Context: an optimization exercise on an open-source flow, tuned for small area and a short achievable clock period. The choices shown serve that exercise and are no tape-out recipe.
RTL that was checked went through simulation tests only; none was proved equivalent to the original.
Power and IR drop assume default switching activity.

==> flow/design.v <==
`timescale 1ns/1ps
`default_nettype none
package rob_cfg_pkg;
    localparam int WAY = 2;
    localparam int ROB_DEPTH    = 16;
    localparam int ROB_ID_WIDTH = 4;
    localparam int ARCH_WIDTH = 5;
    localparam int PRF_WIDTH  = 6;
    localparam int CDB_CHANNELS = 3;
    localparam int FULL_THRESHOLD = 2 * WAY;
    typedef logic [ROB_ID_WIDTH-1:0] rob_id_t;
    typedef logic [ROB_ID_WIDTH:0]   rob_ptr_t;
endpackage
`default_nettype wire
`timescale 1ns/1ps
`default_nettype none
module rob_top (
    input  logic         clk,
    input  logic         rst_n,
    input  logic         alloc_en,
    input  logic [27:0]  alloc_lanes,
    output logic [7:0]   tail_ids,
    input  logic [116:0] cdb,
    output logic [23:0]  commit_lanes,
    output logic         flush,
    output logic [31:0]  redirect_pc,
    output logic         full,
    output logic [1:0]   status
);
    localparam int N    = rob_cfg_pkg::ROB_DEPTH;
    localparam int NP   = N / 2;
    localparam int NCDB = rob_cfg_pkg::CDB_CHANNELS;
    function automatic logic [3:0] inc4(input logic [3:0] x);
        inc4 = {x[3] ^ (x[2] & x[1] & x[0]), x[2] ^ (x[1] & x[0]), x[1] ^ x[0], !x[0]};
    endfunction
    function automatic logic [3:0] dec4(input logic [3:0] x);
        dec4 = {x[3] ^ !(x[2] | x[1] | x[0]), x[2] ^ !(x[1] | x[0]), x[1] ^ !x[0], !x[0]};
    endfunction
    function automatic logic [2:0] inc3(input logic [2:0] x);
        inc3 = {x[2] ^ (x[1] & x[0]), x[1] ^ x[0], !x[0]};
    endfunction
    function automatic logic lt4(input logic [3:0] a, input logic [3:0] b);
        logic [3:0] g, p;
        g = ~a & b;
        p = ~a | b;
        lt4 = g[3] || (p[3] && g[2]) || (p[3] && p[2] && g[1]) || (p[3] && p[2] && p[1] && g[0]);
    endfunction
    logic [N-1:0]  st_a, st_b;
    logic [10:0]   e_d [N];     
    logic [3:0]  head;
    logic [2:0]  tail3;         
    logic [3:0]  occ;           
    logic        full_r, empty_r;
    logic        c0_r, c1_r, flush_r;
    logic [10:0] l0_r, l1_r;
    logic        mp_v;          
    logic [3:0]  mp_id;         
    logic [31:0] mp_pc;
    assign tail_ids     = {tail3, 1'b1, tail3, 1'b0};
    assign full         = full_r;
    assign status       = {full_r, empty_r};
    assign flush        = flush_r;
    assign redirect_pc  = mp_pc;
    assign commit_lanes = {c1_r, l1_r, c0_r, l0_r};
    logic [NCDB-1:0]       cv, ctk;
    logic [NCDB-1:0][3:0]  cid;
    logic [NCDB-1:0][31:0] cpc;
    logic [1:0]            la, lb, ldai;
    logic [1:0][10:0]      ld;
    always_comb begin
        for (int c = 0; c < NCDB; c++) begin
            cv[c]  = cdb[c*39 + 38];
            cid[c] = cdb[c*39 + 34 +: 4];
            ctk[c] = cdb[c*39 + 32];
            cpc[c] = cdb[c*39 +: 32];
        end
        for (int l = 0; l < 2; l++) begin
            ld[l]   = alloc_lanes[l*14 + 3 +: 11];
            ldai[l] = alloc_lanes[l*14 + 2];
            la[l] = !alloc_lanes[l*14 + 2] && (!alloc_lanes[l*14 + 1] ||  alloc_lanes[l*14 + 0]);
            lb[l] = !alloc_lanes[l*14 + 2] && (!alloc_lanes[l*14 + 1] || !alloc_lanes[l*14 + 0]);
        end
    end
    logic       clr, acc;
    logic [3:0] hn, hn1, k, k_in;
    logic       k0, k1, kge2, kge11, kge13;
    assign clr  = !rst_n || flush_r;
    assign acc  = alloc_en && !full_r;
    assign hn   = c1_r ? inc4(inc4(head)) : c0_r ? inc4(head) : head;
    assign hn1  = inc4(hn);
    assign k    = c1_r ? dec4(dec4(occ)) : c0_r ? dec4(occ) : occ;
    assign k0    = (k == 4'd0);
    assign k1    = (k == 4'd1);
    assign kge2  = k[3] || k[2] || k[1];
    assign kge11 = k[3] && (k[2] || (k[1] && k[0]));
    assign kge13 = k[3] && k[2] && (k[1] || k[0]);
    assign k_in  = {k[3] ^ (k[2] & k[1]), k[2] ^ k[1], !k[1], k[0]};    
    always_ff @(posedge clk) begin
        if (clr) begin
            head    <= '0;
            tail3   <= '0;
            occ     <= '0;
            full_r  <= 1'b0;
            empty_r <= 1'b1;
        end else begin
            head    <= hn;
            tail3   <= acc ? inc3(tail3) : tail3;
            occ     <= acc ? k_in : k;
            full_r  <= acc ? kge11 : kge13;
            empty_r <= !acc && k0;
        end
    end
    logic [NCDB-1:0][N-1:0] cdec;
    logic [N-1:0]           hit;
    always_comb begin
        for (int c = 0; c < NCDB; c++)
            for (int i = 0; i < N; i++)
                cdec[c][i] = cv[c] && (cid[c] == 4'(i));
        hit = cdec[0] | cdec[1] | cdec[2];
    end
    always_ff @(posedge clk) begin
        for (int i = 0; i < N; i++) begin
            if (tail3 == 3'(i / 2)) e_d[i] <= ld[i%2];
            if (hit[i]) begin
                st_a[i] <= 1'b0;
                st_b[i] <= 1'b0;
            end else if (tail3 == 3'(i / 2)) begin
                st_a[i] <= la[i%2];
                st_b[i] <= lb[i%2];
            end
        end
    end
    logic [2:0]  pe, po;
    logic [10:0] dev, dod, ds0, ds1;
    logic        aev, bev, aod, bod, sa0, sb0, sa1, sb1;
    logic        hit0, hit1, cmis0, cmis1;
    logic        rdy0, rdy1, live0, live1, mis0, mis1, c0_n, c1_n;
    assign po  = hn[3:1];
    assign pe  = hn1[3:1];
    always_comb begin
        dev = '0; dod = '0; aev = 1'b0; bev = 1'b0; aod = 1'b0; bod = 1'b0;
        for (int p = 0; p < NP; p++) begin
            dev = dev | (e_d[2*p]   & {11{pe == 3'(p)}});
            dod = dod | (e_d[2*p+1] & {11{po == 3'(p)}});
            aev = aev | (st_a[2*p]   && pe == 3'(p));
            bev = bev | (st_b[2*p]   && pe == 3'(p));
            aod = aod | (st_a[2*p+1] && po == 3'(p));
            bod = bod | (st_b[2*p+1] && po == 3'(p));
        end
    end
    assign ds0 = hn[0] ? dod : dev;
    assign ds1 = hn[0] ? dev : dod;
    assign sa0 = hn[0] ? aod : aev;
    assign sb0 = hn[0] ? bod : bev;
    assign sa1 = hn[0] ? aev : aod;
    assign sb1 = hn[0] ? bev : bod;
    always_comb begin
        hit0 = 1'b0; hit1 = 1'b0; cmis0 = 1'b0; cmis1 = 1'b0;
        for (int c = 0; c < NCDB; c++) begin
            if (cv[c] && (cid[c] == hn)) begin
                hit0  = 1'b1;
                cmis0 = cmis0 || (ctk[c] ? (!sa0 && sb0) : (sa0 && !sb0));
            end
            if (cv[c] && (cid[c] == hn1)) begin
                hit1  = 1'b1;
                cmis1 = cmis1 || (ctk[c] ? (!sa1 && sb1) : (sa1 && !sb1));
            end
        end
    end
    assign live0 = !k0 || acc;
    assign live1 = kge2 || acc;
    assign rdy0  = !k0 ? ((!sa0 && !sb0) || hit0) : ldai[0];
    assign rdy1  = kge2 ? ((!sa1 && !sb1) || hit1) : k1 ? ldai[0] : ldai[1];
    assign mis0  = !k0 && ((mp_v && (mp_id == hn))  || cmis0);
    assign mis1  = kge2 && ((mp_v && (mp_id == hn1)) || cmis1);
    assign c0_n  = !clr && live0 && rdy0;
    assign c1_n  = c0_n && !mis0 && live1 && rdy1;
    always_ff @(posedge clk) begin
        c0_r    <= c0_n;
        c1_r    <= c1_n;
        flush_r <= c0_n && (mis0 || (live1 && rdy1 && mis1));
        l0_r    <= !k0 ? ds0 : ld[0];
        l1_r    <= kge2 ? ds1 : k1 ? ld[0] : ld[1];
    end
    logic [NCDB-1:0] cmis, cmist, cmisn, cwrap, cbeat, csel;
    logic [NCDB-1:0][NCDB-1:0] cold;    
    logic            hwrap;
    logic [NCDB-1:0] cltm;
    logic [3:0][3:0] cgt, cgn;
    assign hwrap = lt4(mp_id, head);
    always_comb begin
        for (int c = 0; c < NCDB; c++) begin
            for (int g = 0; g < 4; g++) begin
                cgt[g] = (~st_a[4*g +: 4]) >> cid[c][1:0];
                cgn[g] = (~st_b[4*g +: 4]) >> cid[c][1:0];
            end
            cmist[c] = cv[c] && cgt[cid[c][3:2]][0];
            cmisn[c] = cv[c] && cgn[cid[c][3:2]][0];
            cmis[c]  = ctk[c] ? cmist[c] : cmisn[c];
            cwrap[c] = lt4(cid[c], head);
            cltm[c]  = lt4(cid[c], mp_id);
            cbeat[c] = !mp_v || (cwrap[c] ? (hwrap && cltm[c]) : (hwrap || cltm[c]));
        end
        for (int c = 0; c < NCDB; c++)
            for (int d = 0; d < NCDB; d++)
                cold[c][d] = cwrap[c] ? (cwrap[d] && lt4(cid[c], cid[d])) : (cwrap[d] || lt4(cid[c], cid[d]));
        for (int c = 0; c < NCDB; c++) begin
            csel[c] = cmis[c] && cbeat[c];
            for (int d = 0; d < NCDB; d++)
                if (d != c) csel[c] = csel[c] && (!cmis[d] || cold[c][d]);
        end
    end
    always_ff @(posedge clk) begin
        if (clr) mp_v <= 1'b0;
        else     mp_v <= mp_v || (|cmis);
        if (|csel) begin
            mp_pc <= ({32{csel[0]}} & cpc[0]) | ({32{csel[1]}} & cpc[1]) | ({32{csel[2]}} & cpc[2]);
            mp_id <= ({4{csel[0]}} & cid[0]) | ({4{csel[1]}} & cid[1]) | ({4{csel[2]}} & cid[2]);
        end
    end
endmodule
`default_nettype wire
export LEC_CHECK = 0
export ABC_AREA = 1
export CAP_MARGIN = 20
export CORE_MARGIN = 2
export CORE_UTILIZATION = 40
export CTS_CLUSTER_DIAMETER = 80
export CTS_CLUSTER_SIZE = 30
export PLACE_DENSITY = 0.6
export SETUP_SLACK_MARGIN = 3.8
export SLEW_MARGIN = 20
create_clock -name core_clock -period 7.0 [get_ports {clk}]
standard.sh (not shown) runs the stock make flow with config.mk's settings and CLKGATE_MAP_FILE= SYNTH_SCRIPT=/design/flow/synth_recipe.tcl, a recipe that flattens the netlist after the stock synthesis.
==> flow/flow/run.sh <==
#!/bin/bash
# The standard layout (standard.sh), with one change: the port buffers
# that global placement inserts are plain sky130_fd_sc_hd__buf_1 cells
# instead of the delay cells buffer_ports picks by default.
# make's full output goes to standard.log; ORFS keeps each step's log
# under orfs/logs/.
set -euo pipefail
export BUFFER_PORTS_ARGS="-buffer_cell sky130_fd_sc_hd__buf_1"
bash standard.sh > standard.log 2>&1
Edit:
--- a/flow/design.v
+++ b/flow/design.v
@@ -45,7 +45,9 @@
         p = ~a | b;
         lt4 = g[3] || (p[3] && g[2]) || (p[3] && p[2] && g[1]) || (p[3] && p[2] && p[1] && g[0]);
     endfunction
-    logic [N-1:0]  st_a, st_b;
+    logic [N-1:0]  st_na, st_nb, st_a, st_b;
+    assign st_a = ~st_na;
+    assign st_b = ~st_nb;
     logic [10:0]   e_d [N];     
     logic [3:0]  head;
     logic [2:0]  tail3;         
@@ -122,11 +124,11 @@
         for (int i = 0; i < N; i++) begin
             if (tail3 == 3'(i / 2)) e_d[i] <= ld[i%2];
             if (hit[i]) begin
-                st_a[i] <= 1'b0;
-                st_b[i] <= 1'b0;
+                st_na[i] <= 1'b1;
+                st_nb[i] <= 1'b1;
             end else if (tail3 == 3'(i / 2)) begin
-                st_a[i] <= la[i%2];
-                st_b[i] <= lb[i%2];
+                st_na[i] <= !la[i%2];
+                st_nb[i] <= !lb[i%2];
             end
         end
     end
@@ -182,7 +184,7 @@
         l0_r    <= !k0 ? ds0 : ld[0];
         l1_r    <= kge2 ? ds1 : k1 ? ld[0] : ld[1];
     end
-    logic [NCDB-1:0] cmis, cmist, cmisn, cwrap, cbeat, csel;
+    logic [NCDB-1:0] cmis, cmist, cmisn, cwrap, cbeat, cand, csel;
     logic [NCDB-1:0][NCDB-1:0] cold;    
     logic            hwrap;
     logic [NCDB-1:0] cltm;
@@ -191,8 +193,8 @@
     always_comb begin
         for (int c = 0; c < NCDB; c++) begin
             for (int g = 0; g < 4; g++) begin
-                cgt[g] = (~st_a[4*g +: 4]) >> cid[c][1:0];
-                cgn[g] = (~st_b[4*g +: 4]) >> cid[c][1:0];
+                cgt[g] = st_na[4*g +: 4] >> cid[c][1:0];
+                cgn[g] = st_nb[4*g +: 4] >> cid[c][1:0];
             end
             cmist[c] = cv[c] && cgt[cid[c][3:2]][0];
             cmisn[c] = cv[c] && cgn[cid[c][3:2]][0];
@@ -205,7 +207,8 @@
             for (int d = 0; d < NCDB; d++)
                 cold[c][d] = cwrap[c] ? (cwrap[d] && lt4(cid[c], cid[d])) : (cwrap[d] || lt4(cid[c], cid[d]));
         for (int c = 0; c < NCDB; c++) begin
-            csel[c] = cmis[c] && cbeat[c];
+            cand[c] = cmis[c] && cbeat[c];
+            csel[c] = cand[c];
             for (int d = 0; d < NCDB; d++)
                 if (d != c) csel[c] = csel[c] && (!cmis[d] || cold[c][d]);
         end
@@ -213,7 +216,7 @@
     always_ff @(posedge clk) begin
         if (clr) mp_v <= 1'b0;
         else     mp_v <= mp_v || (|cmis);
-        if (|csel) begin
+        if (|cand) begin
             mp_pc <= ({32{csel[0]}} & cpc[0]) | ({32{csel[1]}} & cpc[1]) | ({32{csel[2]}} & cpc[2]);
             mp_id <= ({4{csel[0]}} & cid[0]) | ({4{csel[1]}} & cid[1]) | ({4{csel[2]}} & cid[2]);
         end
After rerunning: The changed run ran to the end with no violations. Sequential power shrinks by about 3%. Sequential cell count stays the same. Global-route usage came out higher by 0.53 points. Clock power went up by about 8%. Setup slack gets worse by 53 ps. Wire length climbs by 5.5%. Register-to-register slack gains 50 ps. Worst hold slack gains 99 ps. Die area goes down by 0.53%. Total power stays flat. Cell area is higher by 3.9%. Core utilization goes up by 2.8 points.
For the second run of this note, only the layout was checked, not whether the RTL still works.

-- separate check: timing with driven ports --
How much do the figures lean on ideal ports? The routed layouts below were timed once more, with nothing changed but the port constraints. Step 1 sets driving cells, clkbuf_16 on the clock port and buf_2 on the other inputs (assumed; they add their load-dependent delay and slew). Step 2, shift: input delay + t, output delay - t, t = (earliest + latest rising clock arrival at the registers) / 2. This alone moves slack from input paths to output paths. Slacks: ideal / step 1 / step 2; pairs: ideal / step 1.
run | t (ns) | slack for setup (ns) | worst setup path after step 2 | worst register clock-pin slew, ns | pins driven straight from the clock port
the first run | 0.565 | 3.806 / 3.818 / 3.253 | input to register | 0.11 / 0.11 | 1
the second run | 0.578 | 3.753 / 3.758 / 3.180 | input to register | 0.11 / 0.11 | 1
After both steps every run listed still meets setup and hold. The setup slack of the second run, which loses most, moves by +0.005 ns with the drivers and by -0.573 ns with both steps.
